Background: an optimization exercise with open tools, aiming at small area, a short achievable clock period and few clock cycles per item. Do not read the settings as production practice. Only simulation tests tie the RTL to the original design; equivalence was not proved. Power and IR drop assume default switching activity.

old:
==> flow/design.v <==
`timescale 1ns/1ps
package cvt_types_pkg;
	typedef enum logic [2:0] {
		IDLE,
		CFG_READ,      
		STORE,         
		SORT,          
		OUTPUT,        
		CLEAR_CNT      
	} cvt_state_e;
	typedef enum logic [31:0] {
		MODE_CHANNEL_MAJOR = 32'd1,    
		MODE_ROW_MAJOR     = 32'd2     
	} cvt_mode_e;
endpackage
`timescale 1ns/1ps
package cvt_cfg_pkg;
	typedef logic [31:0] cfg_field_t;
	typedef struct packed {
		logic [31:0] mode;          
		cfg_field_t ch_step;         
		cfg_field_t chpart_step;     
		cfg_field_t ch_part_num;     
	} cvt_cfg_t;
endpackage
`timescale 1ns/1ps
module cvt_top (
	input  logic                      clk,
	input  logic                      reset,
	input  logic [64-1:0] din_data,
	input  logic                      din_empty_n,
	output logic                      din_read,
	input  logic                      dout_full_n,
	output logic [64-1:0] dout_data,
	output logic                      dout_last,
	output logic                      dout_write
);
	localparam int W  = 64;
	localparam int N  = 32;    
	localparam int RP = 30;                 
	typedef struct packed {
		logic       cm;     
		logic [3:0] cs;     
		logic [3:0] ps;     
		logic       p2;     
	} cfg_t;
	typedef struct packed {
		logic        bank;
		logic [2:0]  bsel;       
		logic [31:0] addr;       
		logic [15:0] csel;       
	} bsel_t;
	function automatic logic [31:0] lane_base(input logic [3:0] cs);
		for (int k = 0; k < 8; k++) begin
			lane_base[4*k +: 4] = 4'(k * cs);
		end
	endfunction
	function automatic logic [31:0] lane_add(input logic [31:0] a, input logic [3:0] ps);
		for (int k = 0; k < 8; k++) begin
			lane_add[4*k +: 4] = a[4*k +: 4] + ps;
		end
	endfunction
	logic [5:0]   nxt;          
	logic [4:0]   ph;           
	logic [4:0]   in_base;      
	logic [5:0]   in_cnt;       
	logic         in_full;      
	logic         a_cm;         
	logic         ld_hit;       
	logic         load;         
	logic         take;
	logic         ins;          
	logic         ins0;         
	logic         tl;           
	logic         w0_ok;
	logic         ow_ok;
	logic         rd_if_take;
	logic         rd_if_not;
	logic [4:0]   slot_head;    
	logic [4:0]   slot_want;    
	logic [5:0]   nxt_w;
	logic [W-1:0] ring [N];
	cfg_t         cfg_in;
	cfg_t         cfg_a;
	cfg_t         cfg_b;
	cfg_t         cfg_ld;
	logic         rd_active;
	logic [4:0]   rd_base;
	logic [4:0]   rd_ph;        
	logic [5:0]   rd_cnt;       
	logic         rd_is_in;     
	logic         rm_pend;      
	logic         rd_hit;       
	logic         rd_avail;     
	logic         rd_go;
	logic         pickup;
	logic [4:0]   ow_word;      
	logic [4:0]   ph1;          
	logic [4:0]   rd_ph0;       
	logic [5:0]   rd_cnt1;      
	logic [5:0]   in_cnt_n;     
	logic         b_full;
	logic [4:0]   e;
	logic         out_rdy;
	logic         s_adv;
	logic         issue;
	assign take  = din_read & din_empty_n;
	assign ph1      = ph + 5'd1;
	assign rd_ph0   = in_base + 5'd31;    
	assign rd_cnt1  = rd_cnt + 6'd1;
	assign in_cnt_n = in_cnt + {5'd0, ins};
	assign ins   = take & (nxt >= 6'd2);
	assign ins0  = take & (nxt == 6'd2);
	assign tl    = take & (nxt == 6'd33);
	assign slot_head = ph1;
	assign nxt_w     = nxt - 6'd2;
	assign slot_want = in_base + nxt_w[4:0];
	assign ow_word   = slot_head - rd_base;
	assign ow_ok   = ~rd_active | rd_is_in | ({1'b0, ow_word} < rd_cnt)
		| (({1'b0, ow_word} == rd_cnt) & rd_go);
	assign w0_ok   = (~a_cm | load) & ~rm_pend & ow_ok;
	always_comb begin
		if (nxt < 6'd2) begin
			rd_if_not = 1'b1;
		end else if (nxt == 6'd2) begin
			rd_if_not = w0_ok;
		end else begin
			rd_if_not = ow_ok & (slot_head == slot_want);
		end
		if (nxt == 6'd1) begin
			rd_if_take = w0_ok;
		end else if ((nxt >= 6'd2) && (nxt <= 6'd32)) begin
			rd_if_take = ow_ok;
		end else begin
			rd_if_take = 1'b1;
		end
	end
	always_ff @(posedge clk or posedge reset) begin
		if (reset) begin
			din_read <= 1'b0;
			nxt      <= '0;
			ph       <= '0;
			in_base  <= '0;
			in_cnt   <= '0;
			in_full  <= 1'b0;
			a_cm     <= 1'b0;
			ld_hit   <= 1'b0;
		end else begin
			din_read <= take ? rd_if_take : rd_if_not;
			if (take) nxt <= (nxt == 6'd33) ? 6'd0 : nxt + 6'd1;
			ph       <= ph + 5'd1;
			if (ins0) in_base <= ph;
			if (ins)  in_cnt  <= nxt - 6'd1;
			if (ins0) begin
				in_full <= 1'b0;
			end else if (tl) begin
				in_full <= 1'b1;
			end
			if (load) begin
				a_cm <= 1'b0;
			end else if (take & (nxt == 6'd2) & cfg_in.cm) begin
				a_cm <= 1'b1;
			end
			ld_hit <= (ph1 == in_base);
		end
	end
	always_ff @(posedge clk) begin
		if (take & (nxt == 6'd0)) begin
			cfg_in.cm <= (din_data[W-1 -: 32] == 32'd1);
			cfg_in.cs <= din_data[3:0];
		end
		if (take & (nxt == 6'd1)) begin
			cfg_in.ps <= din_data[35:32];
			cfg_in.p2 <= (din_data[31:0] == 32'd2);
		end
		if (tl) cfg_a <= cfg_in;
		if (load) cfg_b <= cfg_ld;
	end
	always_ff @(posedge clk) begin
		ring[0] <= ins ? din_data : ring[N-1];
		for (int p = 1; p < N; p++) begin
			ring[p] <= ring[p-1];
		end
	end
	assign rd_go  = rd_active & s_adv & ~b_full & rd_hit & rd_avail;
	assign pickup = ~rd_active & rm_pend;
	always_ff @(posedge clk or posedge reset) begin
		if (reset) begin
			rd_active <= 1'b0;
			rd_base   <= '0;
			rd_ph     <= '0;
			rd_cnt    <= '0;
			rd_is_in  <= 1'b0;
			rm_pend   <= 1'b0;
			rd_hit    <= 1'b0;
			rd_avail  <= 1'b0;
		end else begin
			if (pickup) begin
				rd_active <= 1'b1;
				rd_base   <= in_base;
				rd_ph     <= rd_ph0;
				rd_cnt    <= '0;
				rd_is_in  <= ~in_full & ~tl;
				rm_pend   <= 1'b0;
				rd_hit    <= (ph1 == rd_ph0);
				rd_avail  <= in_full | tl | (in_cnt != 6'd0) | ins;
			end else begin
				if (ins0 & ~cfg_in.cm) rm_pend <= 1'b1;
				if (tl) rd_is_in <= 1'b0;
				if (rd_go) begin
					rd_ph  <= rd_ph + 5'd1;
					rd_cnt <= rd_cnt1;
					if (rd_cnt == 6'd31) rd_active <= 1'b0;
					rd_hit   <= (ph == rd_ph);
					rd_avail <= ~rd_is_in | tl | (rd_cnt1 < in_cnt_n);
				end else begin
					rd_hit   <= (ph1 == rd_ph);
					rd_avail <= ~rd_is_in | tl | (rd_cnt < in_cnt_n);
				end
			end
		end
	end
	logic [W-1:0] bmem [N];
	logic [7:0]   bbyte [N][8];    
	bsel_t        nb;           
	bsel_t        nb_n;
	logic [4:0]   e1;
	logic [31:0]  kc0;          
	logic [31:0]  kc1;          
	logic [7:0]   colb [16];    
	logic         s_vld;
	logic         s_last;
	logic [7:0]   s_colb [16];
	logic [31:0]  s_addr;
	assign load   = a_cm & ld_hit & in_full & ~b_full;
	assign cfg_ld = cfg_a;
	always_ff @(posedge clk) begin
		if (load) begin
			for (int j = 0; j < N; j++) begin
				bmem[j] <= ring[N-1-j];
			end
		end
	end
	assign out_rdy = ~dout_write | dout_full_n;
	assign s_adv   = ~s_vld | out_rdy;
	assign issue   = s_adv & b_full;
	assign e1 = e + 5'd1;
	always_comb begin
		logic part;
		logic col;
		part = 1'b0;
		col  = 1'b0;
		if (load) begin
			nb_n.bank = 1'b0;
			nb_n.bsel = 3'd0;
			nb_n.addr = lane_base(cfg_ld.cs);
			nb_n.csel = 16'd1;
		end else begin
			if (cfg_b.p2) begin
				part      = e1[0];
				nb_n.bank = e1[1];
				nb_n.bsel = e1[4:2];
				col       = 1'b0;
			end else begin
				part      = 1'b0;
				nb_n.bank = e1[0];
				nb_n.bsel = e1[3:1];
				col       = e1[4];
			end
			for (int k = 0; k < 8; k++) begin
				nb_n.addr[4*k +: 4] = (part ? kc1[4*k +: 4] : kc0[4*k +: 4]) + {3'd0, col};
			end
			nb_n.csel = 16'd1 << {nb_n.bank, nb_n.bsel};
		end
	end
	always_comb begin
		for (int j = 0; j < N; j++) begin
			for (int b = 0; b < 8; b++) bbyte[j][b] = bmem[j][W-1 - 8*b -: 8];
		end
		for (int a = 0; a < 16; a++) begin
			colb[a] = '0;
			for (int c = 0; c < 16; c++) begin
				colb[a] = colb[a] | ({8{nb.csel[c]}} & bbyte[{c[3], 4'(a)}][c[2:0]]);
			end
		end
	end
	always_ff @(posedge clk or posedge reset) begin
		if (reset) begin
			b_full <= 1'b0;
			e      <= '0;
			s_vld  <= 1'b0;
			s_last <= 1'b0;
		end else begin
			if (load) begin
				b_full <= 1'b1;
				e      <= '0;
			end else if (issue) begin
				e <= e + 5'd1;
				if (e == 5'd31) b_full <= 1'b0;    
			end
			if (issue) begin
				s_vld  <= 1'b1;
				s_last <= (e == 5'd31);
			end else if (rd_go) begin
				s_vld  <= 1'b1;
				s_last <= (rd_cnt == 6'd31);
			end else if (s_adv) begin
				s_vld  <= 1'b0;
			end
		end
	end
	always_ff @(posedge clk) begin
		if (load | issue) nb <= nb_n;
		if (load) begin
			kc0 <= lane_base(cfg_ld.cs);
			kc1 <= lane_add(lane_base(cfg_ld.cs), cfg_ld.ps);
		end
		if (issue) begin
			for (int a = 0; a < 16; a++) s_colb[a] <= colb[a];
			s_addr <= nb.addr;
		end else if (rd_go) begin
			for (int a = 0; a < 8; a++) s_colb[a] <= ring[RP][W-1 - 8*a -: 8];
			s_addr <= 32'h7654_3210;
		end
	end
	logic [W-1:0] g_cm;
	always_comb begin
		for (int k = 0; k < 8; k++) begin
			g_cm[W-1 - 8*k -: 8] = s_colb[s_addr[4*k +: 4]];
		end
	end
	always_ff @(posedge clk or posedge reset) begin
		if (reset) begin
			dout_write <= 1'b0;
			dout_last  <= 1'b0;
		end else if (out_rdy) begin
			dout_write <= s_vld;
			dout_last  <= s_last;
		end
	end
	always_ff @(posedge clk or posedge reset) begin
		if (reset) begin
			dout_data <= '0;
		end else if (out_rdy & s_vld) begin
			dout_data <= g_cm;
		end
	end
endmodule
make LEC_CHECK=0 ABC_CLOCK_PERIOD_IN_PS=2700 CAP_MARGIN=20 CORE_MARGIN=2 CORE_UTILIZATION=60 CTS_CLUSTER_DIAMETER=70 CTS_CLUSTER_SIZE=25 SETUP_SLACK_MARGIN=3.3 SLEW_MARGIN=20 TNS_END_PERCENT=20 finish   # period 6.0 ns
run.sh (not shown) runs the stock make flow with config.mk's settings and CLKGATE_MAP_FILE= SYNTH_SCRIPT=/design/flow/synth_recipe.tcl, a recipe that flattens the netlist after the stock synthesis.
Testbench counts of old, summed over its fixed seeds: cycles 3,550, frames 96.
## Diff of input files: new against old
--- a/flow/design.v
+++ b/flow/design.v
@@ -89,19 +89,24 @@
 	logic [4:0]   rd_ph;        
 	logic [5:0]   rd_cnt;       
 	logic         rd_is_in;     
 	logic         rm_pend;      
 	logic         rd_hit;       
 	logic         rd_avail;     
+	logic [5:0]   lead;         
 	logic         rd_go;
 	logic         pickup;
 	logic [4:0]   ow_word;      
 	logic [4:0]   ph1;          
 	logic [4:0]   rd_ph0;       
 	logic [5:0]   rd_cnt1;      
 	logic [5:0]   in_cnt_n;     
+	logic         din_is1;      
+	logic         din_is2;      
+	logic         tk_c0_q;      
+	logic         tk_c1_q;      
 	logic         b_full;
 	logic [4:0]   e;
 	logic         out_rdy;
 	logic         s_adv;
 	logic         issue;
 	assign take  = din_read & din_empty_n;
@@ -139,21 +144,25 @@
 		if (reset) begin
 			din_read <= 1'b0;
 			nxt      <= '0;
 			ph       <= '0;
 			in_base  <= '0;
 			in_cnt   <= '0;
+			tk_c0_q  <= 1'b0;
+			tk_c1_q  <= 1'b0;
 			in_full  <= 1'b0;
 			a_cm     <= 1'b0;
 			ld_hit   <= 1'b0;
 		end else begin
 			din_read <= take ? rd_if_take : rd_if_not;
 			if (take) nxt <= (nxt == 6'd33) ? 6'd0 : nxt + 6'd1;
 			ph       <= ph + 5'd1;
 			if (ins0) in_base <= ph;
 			if (ins)  in_cnt  <= nxt - 6'd1;
+			tk_c0_q <= take & (nxt == 6'd0);
+			tk_c1_q <= take & (nxt == 6'd1);
 			if (ins0) begin
 				in_full <= 1'b0;
 			end else if (tl) begin
 				in_full <= 1'b1;
 			end
 			if (load) begin
@@ -162,64 +171,62 @@
 				a_cm <= 1'b1;
 			end
 			ld_hit <= (ph1 == in_base);
 		end
 	end
 	always_ff @(posedge clk) begin
-		if (take & (nxt == 6'd0)) begin
-			cfg_in.cm <= (din_data[W-1 -: 32] == 32'd1);
-			cfg_in.cs <= din_data[3:0];
-		end
-		if (take & (nxt == 6'd1)) begin
-			cfg_in.ps <= din_data[35:32];
-			cfg_in.p2 <= (din_data[31:0] == 32'd2);
-		end
+		din_is1 <= (din_data[W-1 -: 32] == 32'd1);
+		din_is2 <= (din_data[31:0] == 32'd2);
+		if (take & (nxt == 6'd0)) cfg_in.cs <= din_data[3:0];
+		if (take & (nxt == 6'd1)) cfg_in.ps <= din_data[35:32];
+		if (tk_c0_q) cfg_in.cm <= din_is1;
+		if (tk_c1_q) cfg_in.p2 <= din_is2;
 		if (tl) cfg_a <= cfg_in;
 		if (load) cfg_b <= cfg_ld;
 	end
 	always_ff @(posedge clk) begin
 		ring[0] <= ins ? din_data : ring[N-1];
 		for (int p = 1; p < N; p++) begin
 			ring[p] <= ring[p-1];
 		end
 	end
-	assign rd_go  = rd_active & s_adv & ~b_full & rd_hit & rd_avail;
+	assign rd_avail = ~rd_is_in | (lead != 6'd0);
+	assign rd_go    = rd_active & s_adv & ~b_full & rd_hit & rd_avail;
 	assign pickup = ~rd_active & rm_pend;
 	always_ff @(posedge clk or posedge reset) begin
 		if (reset) begin
 			rd_active <= 1'b0;
 			rd_base   <= '0;
 			rd_ph     <= '0;
 			rd_cnt    <= '0;
 			rd_is_in  <= 1'b0;
 			rm_pend   <= 1'b0;
 			rd_hit    <= 1'b0;
-			rd_avail  <= 1'b0;
+			lead      <= '0;
 		end else begin
 			if (pickup) begin
 				rd_active <= 1'b1;
 				rd_base   <= in_base;
 				rd_ph     <= rd_ph0;
 				rd_cnt    <= '0;
 				rd_is_in  <= ~in_full & ~tl;
 				rm_pend   <= 1'b0;
 				rd_hit    <= (ph1 == rd_ph0);
-				rd_avail  <= in_full | tl | (in_cnt != 6'd0) | ins;
+				lead      <= in_cnt_n;
 			end else begin
 				if (ins0 & ~cfg_in.cm) rm_pend <= 1'b1;
 				if (tl) rd_is_in <= 1'b0;
 				if (rd_go) begin
 					rd_ph  <= rd_ph + 5'd1;
 					rd_cnt <= rd_cnt1;
 					if (rd_cnt == 6'd31) rd_active <= 1'b0;
 					rd_hit   <= (ph == rd_ph);
-					rd_avail <= ~rd_is_in | tl | (rd_cnt1 < in_cnt_n);
 				end else begin
 					rd_hit   <= (ph1 == rd_ph);
-					rd_avail <= ~rd_is_in | tl | (rd_cnt < in_cnt_n);
 				end
+				lead <= lead + {5'd0, ins} - {5'd0, rd_go};
 			end
 		end
 	end
 	logic [W-1:0] bmem [N];
 	logic [7:0]   bbyte [N][8];    
 	bsel_t        nb;           
--- outcome ---
- new — first-pass GRT wire length 4.8 mm lower, old as reference
- Lower maximum fanout encountered on the critical timing path among new and old: old
- [compare] base=old new=new: number of cells upsized or downsized after cts went up 136; net count of the finished layout down 83.
- The hold slack number comes out lower for new vs old.
- From old to new the numbers moved as follows: clock skew neither gained nor lost much; number of fillers in the final layout picked up an extra 1.3%; post-route met1 wirelength picked up an extra about 4.4%.
- Comparing new and old, number of standard cells in the final layout excluding fillers is higher on old.
- Taking old as the reference, in new final worst-path setup slack moved down, depth of the worst register-to-register path moved up, power consumption moved up.
Testbench counts of new, summed over its fixed seeds: cycles 3,550, frames 96.

==> separate check: timing with driven ports <==
How much do the figures lean on ideal ports? The routed layouts below were timed once more, with nothing changed but the port constraints.
Step 1: set_driving_cell puts a clkbuf_16 on clk and a buf_2 on each other input, an assumption about the parent block.
Step 2 times the ports against the registers' clock, not the clock port: input delays grow and output delays shrink by t, the midpoint of the rising clock arrivals with the driver on.
a / b / c = no drivers / after step 1 / after step 2; a / b = the first two.
| run | t (ns) | setup WS [ns] | worst hold slack (ns) | cell pins on the clock port's net |
|---|---|---|---|---|
| old | 0.976 | 3.108 / 3.082 / 2.170 | 0.319 / 0.319 / 0.319 | 1 |
| new | 0.986 | 3.084 / 3.074 / 2.392 | 0.300 / 0.300 / 0.300 | 1 |
After both steps setup and hold are still met in every run listed. For old, which loses most, drivers alone change the setup slack by -0.026 ns; drivers and shift together by -0.938 ns.
